Source: an optimization exercise on an open RTL-to-GDS flow (aim: small area). Production flows keep margins and buffers that such runs may drop. The RTL was checked by simulation tests, not by an equivalence proof against the original design. Power figures rest on the tool's default switching activity, not on a simulated workload.

==> flow/design.v (excerpt) <==
module lock_top (
  input  logic                 clk,
  input  logic                 rst,
  input  logic                 door_open,
  input  logic                 inside_button,
  input  logic [79:0] entry,
  input  logic                 entry_valid,
  input  logic                 code_wr,
  input  logic [1:0]         code_sel,
  input  logic [15:0]        code_value,
  output logic                 bolt,
  output logic                 beep,
  output logic                 keypad_en,
  output logic [2:0]         fail_count
);
Size: ~1,900 cells after synthesis, about 110 I/O pins, about 13,000 um2 of cells after synthesis.
export LEC_CHECK = 0
export CAP_MARGIN = 20
export CELL_PAD_IN_SITES_DETAIL_PLACEMENT = 1
export CELL_PAD_IN_SITES_GLOBAL_PLACEMENT = 1
export CORE_MARGIN = 2
export CORE_UTILIZATION = 28
export CTS_BUF_LIST = sky130_fd_sc_hd__clkbuf_8
export GPL_TIMING_DRIVEN = 0
export PLACE_DENSITY = 0.4
export SLEW_MARGIN = 20
export SYNTH_HIERARCHICAL = 1
create_clock -name core_clock -period 10.0 [get_ports {clk}]
standard.sh (not shown) runs the stock make flow with config.mk's settings and CLKGATE_MAP_FILE= SYNTH_SCRIPT=/design/flow/synth_recipe.tcl, a recipe that flattens the netlist after the stock synthesis.
==> flow/flow/run.sh <==
#!/bin/bash
# Standard ORFS layout with these changes:
#  - the port buffers are buf_2 for the entry bits (they drive the compare
#    array directly) and buf_1 for the other ports (flow/port_buffers.tcl,
#    after global placement); repair_design sizes up where a load needs it;
#  - after the standard synthesis, flow/size_drivers.py re-sizes cells
#    (drive strength only): the inverters driving the compare array's
#    wide-fanout nets go to size 2, other combinational cells to size 1;
#  - the buffers synthesis left are removed at floorplan;
#  - clock tree synthesis as ORFS runs it, but without dummy loads.
set -euo pipefail
KNOBS=(BUFFER_PORTS_ARGS="-buffer_cell sky130_fd_sc_hd__buf_2" REMOVE_ABC_BUFFERS=1
       POST_GLOBAL_PLACE_TCL="$PWD/flow/port_buffers.tcl"
       CTS_ARGS="-sink_clustering_enable -repair_clock_nets -buf_list {sky130_fd_sc_hd__clkbuf_4 sky130_fd_sc_hd__clkbuf_8} -dont_use_dummy_load")
bash standard.sh "${KNOBS[@]}" synth > orfs_synth.log 2>&1
NET=orfs/results/sky130hd/lock_top/base/1_2_yosys.v
python3 flow/size_drivers.py "$NET" "$FLOW_HOME/platforms/sky130hd/lib/sky130_fd_sc_hd__tt_025C_1v80.lib" > size_drivers.log 2>&1
bash standard.sh "${KNOBS[@]}" finish > orfs_finish.log 2>&1
==> flow/flow/port_buffers.tcl <==
# After global placement: the port buffers came in as buf_2. Only the entry
# bits' buffers drive the compare array, the bits of digits 2 to 17 with 12
# or 16 compare inputs each; every other port buffer goes back to buf_1.
# repair_design (the next step) sizes up any that need it.
set block [ord::get_db_block]
set small [get_lib_cell sky130_fd_sc_hd__buf_1]
set n 0
foreach inst [$block getInsts] {
  set name [$inst getName]
  if {![string match "input*" $name] && ![string match "output*" $name]} { continue }
  if {[[$inst getMaster] getName] ne "sky130_fd_sc_hd__buf_2"} { continue }
  set ports {}
  foreach it [$inst getITerms] {
    set net [$it getNet]
    if {$net eq "NULL"} { continue }
    foreach bt [$net getBTerms] { lappend ports [$bt getName] }
  }
  if {[llength $ports] != 1} { continue }
  if {[regexp {^entry\[(\d+)\]$} [lindex $ports 0] -> bit]} {
    set digit [expr {$bit / 4}]
    if {$digit >= 2 && $digit <= 17} { continue }
  }
  replace_cell [get_cells $name] $small
  incr n
}
puts "port buffers back to buf_1: $n"
Other scripts of this flow, unchanged in this note and not shown: flow/flow/size_drivers.py
==> next run, changes <==
--- a/flow/flow/run.sh
+++ b/flow/flow/run.sh
@@ -7,10 +7,8 @@
 #    (drive strength only): the inverters driving the compare array's
 #    wide-fanout nets go to size 2, other combinational cells to size 1;
-#  - the buffers synthesis left are removed at floorplan;
-#  - clock tree synthesis as ORFS runs it, but without dummy loads.
+#  - the buffers synthesis left are removed at floorplan.
 set -euo pipefail
 KNOBS=(BUFFER_PORTS_ARGS="-buffer_cell sky130_fd_sc_hd__buf_2" REMOVE_ABC_BUFFERS=1
-       POST_GLOBAL_PLACE_TCL="$PWD/flow/port_buffers.tcl"
-       CTS_ARGS="-sink_clustering_enable -repair_clock_nets -buf_list {sky130_fd_sc_hd__clkbuf_4 sky130_fd_sc_hd__clkbuf_8} -dont_use_dummy_load")
+       POST_GLOBAL_PLACE_TCL="$PWD/flow/port_buffers.tcl")
 bash standard.sh "${KNOBS[@]}" synth > orfs_synth.log 2>&1
 NET=orfs/results/sky130hd/lock_top/base/1_2_yosys.v
==> flow/flow/port_buffers.tcl (replaced) <==
# After global placement: the port buffers came in as buf_2. Only the entry
# bits' buffers drive the compare array; every other port buffer goes back
# to buf_1. repair_design (the next step) sizes up any that need it.
set block [ord::get_db_block]
set small [get_lib_cell sky130_fd_sc_hd__buf_1]
set n 0
foreach inst [$block getInsts] {
  set name [$inst getName]
  if {![string match "input*" $name] && ![string match "output*" $name]} { continue }
  if {[[$inst getMaster] getName] ne "sky130_fd_sc_hd__buf_2"} { continue }
  set ports {}
  foreach it [$inst getITerms] {
    set net [$it getNet]
    if {$net eq "NULL"} { continue }
    foreach bt [$net getBTerms] { lappend ports [$bt getName] }
  }
  if {[llength $ports] != 1} { continue }
  if {[string match "entry*" [lindex $ports 0]]} { continue }
  replace_cell [get_cells $name] $small
  incr n
}
puts "port buffers back to buf_1: $n"
Outcome: The new run produced a clean layout; sequential power barely changes; power climbs by 1.7%; routed wire length stays flat.

-- static timing again, ports no longer ideal --
Ports are ideal in the flow. The routed layouts listed here were re-timed in OpenROAD. Step 1 sets driving cells, clkbuf_16 on the clock port and buf_2 on the other inputs (assumed; they add their load-dependent delay and slew). Step 2 times the ports against the registers' clock, not the clock port: input delays grow and output delays shrink by t, the midpoint of the rising clock arrivals with the driver on. Slacks: ideal / step 1 / step 2; pairs: ideal / step 1.
| run | shift t [ns] | setup slack, ns | hold slack, ns | clock arrival spread, ns |
|---|---|---|---|---|
| the first run | 0.395 | 3.382 / 3.399 / 3.005 | 0.484 / 0.484 / 0.484 | 0.019 / 0.019 |
| the second run | 0.397 | 3.371 / 3.387 / 2.990 | 0.490 / 0.490 / 0.490 | 0.013 / 0.013 |
After both steps every run listed still meets setup and hold. For the second run, which loses most, drivers alone change the setup slack by +0.016 ns; drivers and shift together by -0.381 ns.
